Background: an optimization exercise with open tools, aiming at small area, a short achievable clock period and few clock cycles. Do not read the settings as production practice.
In this exercise RTL edits were held to simulation tests only and were not proved equivalent to the original.
Power is estimated from default activity; no workload was simulated.

### design/flow/design.v
package mc_cpu_pkg;
  localparam logic [5:0] OP_R = 6'h00, OP_J = 6'h02, OP_BEQ = 6'h04, OP_BGTZ = 6'h07;
  localparam logic [5:0] OP_ADDI = 6'h08, OP_LW = 6'h23, OP_SW = 6'h2b, OP_HALT = 6'h3f;
  localparam logic [5:0] FN_ADD = 6'h20, FN_SUB = 6'h22, FN_AND = 6'h24, FN_OR = 6'h25, FN_SLT = 6'h2a;
  typedef enum logic [3:0] {
    FETCH, DECODE, EXEC_R, EXEC_I, MEM_ADDR, MEM_RD, MEM_WR, WB_ALU, WB_MEM, BRANCH, JUMP, HALT
  } state_e;
  typedef enum logic [2:0] {ALU_ADD, ALU_SUB, ALU_AND, ALU_OR, ALU_SLT} alu_op_e;
  function automatic logic funct_ok(input logic [5:0] fn);
    funct_ok = fn == mc_cpu_pkg::FN_ADD || fn == mc_cpu_pkg::FN_SUB || fn == mc_cpu_pkg::FN_AND || fn == mc_cpu_pkg::FN_OR || fn == mc_cpu_pkg::FN_SLT;
  endfunction
  function automatic alu_op_e funct_op(input logic [5:0] fn);
    funct_op = fn == mc_cpu_pkg::FN_SUB ? mc_cpu_pkg::ALU_SUB : fn == mc_cpu_pkg::FN_AND ? mc_cpu_pkg::ALU_AND : fn == mc_cpu_pkg::FN_OR ? mc_cpu_pkg::ALU_OR :
           fn == mc_cpu_pkg::FN_SLT ? mc_cpu_pkg::ALU_SLT : mc_cpu_pkg::ALU_ADD;
  endfunction
  function automatic logic [31:0] alu(input alu_op_e op, input logic [31:0] a, input logic [31:0] b);
    alu = op == mc_cpu_pkg::ALU_SUB ? a - b : op == mc_cpu_pkg::ALU_AND ? a & b : op == mc_cpu_pkg::ALU_OR ? a | b :
           op == mc_cpu_pkg::ALU_SLT ? {31'd0, $signed(a) < $signed(b)} : a + b;
  endfunction
endpackage
module mc_regfile #(
  parameter int NREGS_LOG2 = 5
) (
  input  logic                  clk,
  input  logic                  rst,
  input  logic                  we_i,
  input  logic [NREGS_LOG2-1:0] waddr_i,
  input  logic [31:0]           wdata_i,
  input  logic [NREGS_LOG2-1:0] raddr_a_i,
  input  logic [NREGS_LOG2-1:0] raddr_b_i,
  output logic [31:0]           rdata_a_o,
  output logic [31:0]           rdata_b_o
);
  logic [31:0] regs_q [2**NREGS_LOG2];
  always_ff @(posedge clk)
    if (rst) for (int i = 0; i < 2**NREGS_LOG2; i++) regs_q[i] <= '0;
    else if (we_i && waddr_i != '0) regs_q[waddr_i] <= wdata_i;
  assign rdata_a_o = raddr_a_i == '0 ? '0 : regs_q[raddr_a_i];
  assign rdata_b_o = raddr_b_i == '0 ? '0 : regs_q[raddr_b_i];
endmodule
module mc_cpu #(
  parameter int          ADDR_W     = 12,
  parameter logic [31:0] RESET_PC   = 32'h0000_0000,
  parameter int          NREGS_LOG2 = 5
) (
  input  logic              clk,
  input  logic              rst,
  output logic              mem_req,
  output logic              mem_we,
  output logic [ADDR_W-1:0] mem_addr,
  output logic [31:0]       mem_wdata,
  input  logic [31:0]       mem_rdata,
  input  logic              mem_ready,
  output logic [31:0]       dout,
  output logic              halted,
  output logic              illegal,
  output logic [31:0]       dbg_pc
);
  mc_cpu_pkg::state_e state_q, dec_state_d;
  logic [31:0] pc_q, ir_q, a_q, b_q, alu_q, mdr_q, dout_q;
  logic illegal_q;
  logic [31:0] simm, rd_a, rd_b, alu_a, alu_b, alu_y, rf_wdata;
  logic [5:0] op, fn;
  logic taken, rf_we;
  logic [NREGS_LOG2-1:0] rf_waddr;
  mc_cpu_pkg::alu_op_e alu_op;
  assign op = ir_q[31:26];
  assign fn = ir_q[5:0];
  assign simm = {{16{ir_q[15]}}, ir_q[15:0]};
  assign alu_a = (state_q == mc_cpu_pkg::FETCH || state_q == mc_cpu_pkg::DECODE) ? pc_q : a_q;
  assign alu_b = state_q == mc_cpu_pkg::FETCH ? 32'd4 : state_q == mc_cpu_pkg::DECODE ? {simm[29:0], 2'b00} :
                 state_q == mc_cpu_pkg::EXEC_R ? b_q : simm;
  assign alu_op = state_q == mc_cpu_pkg::EXEC_R ? mc_cpu_pkg::funct_op(fn) : mc_cpu_pkg::ALU_ADD;
  assign alu_y = mc_cpu_pkg::alu(alu_op, alu_a, alu_b);
  assign taken = op == mc_cpu_pkg::OP_BEQ ? a_q == b_q : !a_q[31] && a_q != '0;
  assign dec_state_d = op == mc_cpu_pkg::OP_R ? (mc_cpu_pkg::funct_ok(fn) ? mc_cpu_pkg::EXEC_R : mc_cpu_pkg::HALT) :
                       op == mc_cpu_pkg::OP_ADDI ? mc_cpu_pkg::EXEC_I :
                       (op == mc_cpu_pkg::OP_LW || op == mc_cpu_pkg::OP_SW) ? mc_cpu_pkg::MEM_ADDR :
                       (op == mc_cpu_pkg::OP_BEQ || op == mc_cpu_pkg::OP_BGTZ) ? mc_cpu_pkg::BRANCH :
                       op == mc_cpu_pkg::OP_J ? mc_cpu_pkg::JUMP : mc_cpu_pkg::HALT;
  assign rf_we = state_q == mc_cpu_pkg::WB_ALU || state_q == mc_cpu_pkg::WB_MEM;
  assign rf_waddr = (state_q == mc_cpu_pkg::WB_ALU && op == mc_cpu_pkg::OP_R) ? ir_q[11 +: NREGS_LOG2] : ir_q[16 +: NREGS_LOG2];
  assign rf_wdata = state_q == mc_cpu_pkg::WB_MEM ? mdr_q : alu_q;
  assign mem_req = !rst && (state_q == mc_cpu_pkg::FETCH || state_q == mc_cpu_pkg::MEM_RD || state_q == mc_cpu_pkg::MEM_WR);
  assign mem_we = !rst && state_q == mc_cpu_pkg::MEM_WR;
  assign mem_addr = {state_q == mc_cpu_pkg::FETCH ? pc_q[ADDR_W-1:2] : alu_q[ADDR_W-1:2], 2'b00};
  assign mem_wdata = b_q;
  assign dout = dout_q;
  assign halted = state_q == mc_cpu_pkg::HALT;
  assign illegal = illegal_q;
  assign dbg_pc = pc_q;
  mc_regfile #(.NREGS_LOG2(NREGS_LOG2)) u_rf (
    .clk(clk), .rst(rst), .we_i(rf_we), .waddr_i(rf_waddr), .wdata_i(rf_wdata),
    .raddr_a_i(ir_q[21 +: NREGS_LOG2]), .raddr_b_i(ir_q[16 +: NREGS_LOG2]),
    .rdata_a_o(rd_a), .rdata_b_o(rd_b)
  );
  always_ff @(posedge clk)
    if (rst) begin
      state_q <= mc_cpu_pkg::FETCH;
      pc_q <= RESET_PC;
      ir_q <= '0;
      a_q <= '0;
      b_q <= '0;
      alu_q <= '0;
      mdr_q <= '0;
      dout_q <= '0;
      illegal_q <= 1'b0;
    end else
      case (state_q)
        mc_cpu_pkg::FETCH: if (mem_ready) begin
          ir_q <= mem_rdata;
          pc_q <= alu_y;
          state_q <= mc_cpu_pkg::DECODE;
        end
        mc_cpu_pkg::DECODE: begin
          a_q <= rd_a;
          b_q <= rd_b;
          alu_q <= alu_y;
          illegal_q <= dec_state_d == mc_cpu_pkg::HALT && op != mc_cpu_pkg::OP_HALT;
          state_q <= dec_state_d;
        end
        mc_cpu_pkg::EXEC_R, mc_cpu_pkg::EXEC_I: begin
          alu_q <= alu_y;
          state_q <= mc_cpu_pkg::WB_ALU;
        end
        mc_cpu_pkg::WB_ALU: begin
          dout_q <= alu_q;
          state_q <= mc_cpu_pkg::FETCH;
        end
        mc_cpu_pkg::MEM_ADDR: begin
          alu_q <= alu_y;
          state_q <= op == mc_cpu_pkg::OP_LW ? mc_cpu_pkg::MEM_RD : mc_cpu_pkg::MEM_WR;
        end
        mc_cpu_pkg::MEM_RD: if (mem_ready) begin
          mdr_q <= mem_rdata;
          state_q <= mc_cpu_pkg::WB_MEM;
        end
        mc_cpu_pkg::WB_MEM: begin
          dout_q <= mdr_q;
          state_q <= mc_cpu_pkg::FETCH;
        end
        mc_cpu_pkg::MEM_WR: if (mem_ready) state_q <= mc_cpu_pkg::FETCH;
        mc_cpu_pkg::BRANCH: begin
          if (taken) pc_q <= alu_q;
          state_q <= mc_cpu_pkg::FETCH;
        end
        mc_cpu_pkg::JUMP: begin
          pc_q <= {pc_q[31:28], ir_q[25:0], 2'b00};
          state_q <= mc_cpu_pkg::FETCH;
        end
        default: state_q <= mc_cpu_pkg::HALT;
      endcase
endmodule
### design/flow/run.sh
#!/bin/bash
# synth_recipe.tcl (not shown) runs the flow's synth.tcl, then flattens the netlist and writes it again
# the make line also repeats each setting of config.mk as NAME=value (left out here)
make -C /OpenROAD-flow-scripts/flow DESIGN_CONFIG=/design/flow/config.mk WORK_HOME=/design/flow/orfs CLKGATE_MAP_FILE= SYNTH_SCRIPT=/design/flow/synth_recipe.tcl finish
### design/flow/constraint.sdc
create_clock -name core_clock -period 9.0 [get_ports {clk}]
set_input_delay 1.8000 -clock core_clock [delete_from_list [all_inputs] [get_ports {clk}]]
set_output_delay 1.8000 -clock core_clock [all_outputs]
set_load 0.01 [all_outputs]
### design/flow/config.mk
export PLATFORM = sky130hd
export DESIGN_NAME = mc_cpu
export DESIGN_NICKNAME = mc_cpu
export VERILOG_FILES = /design/flow/design.v
export SDC_FILE = /design/flow/constraint.sdc
export NUM_CORES = 4
export LEC_CHECK = 0
export CAP_MARGIN = 20
export CORE_MARGIN = 2
export CORE_UTILIZATION = 40
export PLACE_DENSITY = 0.6
export SLEW_MARGIN = 20
==> results.yml <==
floorplan:
  io-pin-count: 147
  die-width_um: 415
  coreArea_um2: 167000
  die_h_um: 415
  rows: 150
  initial_core_util: 0.403
  die-area_um2: 172000
logic_synthesis:
  syn_area_per_cell_um2: 12.8
  async_flop_share: 0
  yosysWarnings: 2
  ys_ff_latch: 1263
  synthCells: 5286
  yosysTopAreaCell: "edfxtp_1"
  seq_area_frac_synth: 0.526
  synth_cell_type_count: 98
  synth_top_area_share: 0.455
  syn_area_um2: 67500
  synthTopCellsByArea: "edfxtp_1 (46%), mux4_2 (21%), dfxtp_1 (7.1%)"
  ys.flop_type: "edfxtp_1"
  synth_edf_count: 1024
sta:
  hold_viol_final: 0
  maxSlewViolCount: 0
  setup_viol: 0
  max_freq_ghz: 0.185
  fin_worst_skew_ps: 31.0
  final.period_utilization: 0.602
  hold_ws_ps: 479
  relSlewSlack: 0.201
  worst_slack_ps: 3590
  tightest_slew_ps: 1170
  finalCriticalPeriod_ps: 5410
  setup_tns_ps: 0
  rsz0062_at_grt: "no"
pwr:
  p_leak_nw: 24.6
  power.total_mw: 21.7
  cellPowerDensity_nw_per_um2: 286
  peakVddDrop_mv: 0.158
placed_design:
  place.gp.congestion: 1.01
  preCtsSetupSlack_ps: 2730
  dpl.hpwl_mm: 173
  port-buffer-count: 144
cts:
  clockBufferDepth: 3
  clkLatencyLatePin_ps: 790
  tritoncts: "yes"
  path_clk_slew_ps: 50
  post_cts_buffers: 0
  cts_root_buf: "clkbuf_16"
  cts_buffers: 139
  clock_sinks: 1263
  holdBufCountCts: 0
  htreeDepth: 4
  cts-resized-gates: 0
route:
  postRouteAntennaNets: 0
  drt_pre_antenna_iters: 6
  via_per_inst: 6.43
  routed-via-count: 48377
  routedWlPerCell_um: 33.8
  drtIter0Drc: 7868
  drc: 0
  wirelength_mm: 254
grt:
  grt_pass1_vias: 45133
  grt_usage: 0.289
  grt_pass1_wl_mm: 350
  antenna_found_initial: 20
  gr-total-overflow: 0
  grt_start_max_net_pins: 129
worst_setup_path:
  path_max_fanout: 19
  path_class: "reg -> reg"
  critPathLaunchType: "register"
  r2r_cells: 14
  worstSetupEndpointType: "register"
  cp_data_required_time_ps: 9680
  cp.arrival_ps: 6100
  startpoint: "state_q[1]"
  worstReg2RegStart: "state_q[1]"
  r2r_slack_ps: 3590
finish:
  fin_nets: 5334
  area_growth_pct: 12.0
  final_cell_mix: "nor2_1 (1,248), edfxtp_1 (1,024), mux4_2 (640)"
  final_common_cell: "nor2_1"
  fin_util: 0.452
  fill_cells: 14989
  layout-drive-gt1-share: 0.212
worst_hold_path:
  min-delay-start: "pc_q[30]"
  holdPathStages: 2
  hold_path.class: "reg -> reg"
run:
  drv_cap: 0
run_status:
  outcome: "finished clean"
[metal layers]
| metal | track usage | routed length [µm] | share of wire | up-vias |
|---|---|---|---|---|
| met5 | 0 | 0 | 0 | - |
| met4 | 0.145 | 14800 | 0.058 | 0 |
| met3 | 0.0741 | 31700 | 0.12 | 456 |
| met2 | 0.422 | 110000 | 0.43 | 3307 |
| met1 | 0.399 | 97200 | 0.38 | 24927 |
| li1 | - | - | - | 19687 |
[registers in the layout, indices dropped and copies added, names as in the netlist, 32 cells and up, named ones only]
signal,count
a_q,32
alu_q,32
b_q,32
dout_q,32
ir_q,32
mdr_q,32
pc_q,32
u_rf.regs_q,1024
[power by group]
part	switching, mW	total (mW)	internal [mW]
combinational	5.54	8.67	3.13
sequential	0.656	7.37	6.72
clock	2.44	5.63	3.19
total	8.63	21.7	13.0
[worst max-delay path, stage by stage, from the launching register on]
cell and delay (ps):
dfxtp_1 890, inv_1 250, nor2_2 630, a22oi_1 200
o21a_1 250, ha_1 460, a21oi_1 410, o21ai_0 140
or2_0 240, a211o_1 300, a41oi_1 470, o2111ai_1 350
a211oi_2 350, o21ai_1 80, a311oi_1 270
[synthesized netlist by cell type (all sizes together) (37+ instances only)]
cell type and n:
nor2 1255, edfxtp 1024, mux4 640, clkbuf 314, nand2 295, a21oi 242, dfxtp 239, buf 188
o21ai 113, inv 108, mux2i 101, ha 97, a211oi 54, a22oi 52, mux2 47, nor3 41
xnor2 40, nand3 37
[layout make-up]
cell class | instances | area (µm²) | area share
sequential | 1263 | 35600 | 0.470
antenna | 6 | 15.0 | 0.000198
clock inverter | 60 | 538 | 0.00711
clock buffer | 189 | 3830 | 0.0507
timing repair buffer | 242 | 2280 | 0.0301
inverter | 108 | 407 | 0.00538
multi-input combinational | 3446 | 30300 | 0.400
tap | 2204 | 2760 | 0.0365
[kinds of logic (layout without fill, tap and decap cells)]
group	count (synthesis)	after routing	synth area share
muxes	788	788	0.236
buffers and inverters	610	599	0.0371
xor gates and xnor gates	67	67	0.00869
DFF	1263	1263	0.526
other	1	40	0.0000555
and+or+nand+nor	1761	1761	0.106
AOI/OAI and AO/OA	697	697	0.0675
adders and majority gates	99	99	0.0186
[final timing paths]
kind / to
min reg2reg: pc_q[30]
min: pc_q[30]
max: pc_q[31]
max reg2reg: pc_q[31]
[per-stage QoR]
step | instance area (µm²) | instances
after floorplan | 67700 | 5319
after global placement | 71200 | 7262
after detailed placement | 71300 | 7263
after CTS | 75600 | 7512
after global routing | 75600 | 7512
final | 75600 | 7518
Testbench counts, summed over its fixed seeds: cycles 65,129.

==> port drivers added, routing unchanged <==
How much do the figures lean on ideal ports? The routed layout below was timed once more, with nothing changed but the port constraints.
Step 1 assumes that a clkbuf_16 drives the clock port and a buf_2 every other input.
Step 2 adds t to the input delays and takes it off the output delays; t is the mean of the earliest and latest rising clock arrival at the registers after step 1. Input paths then give back, and output paths get back, about the clock's delay inside the block.
a / b / c = ideal / step 1 / step 2; a / b = the first two.
t (ns): 0.863
slack for setup (ns): 3.585 / 3.585 / 2.794
hold WS [ns]: 0.479 / 0.479 / 0.479
worst slew at a driven data input, ns: 0.06
cell pins on the clock port's net: 1
After both steps this run still meets setup and hold. For this run, drivers alone change the setup slack by 0.000 ns; drivers and shift together by -0.791 ns.
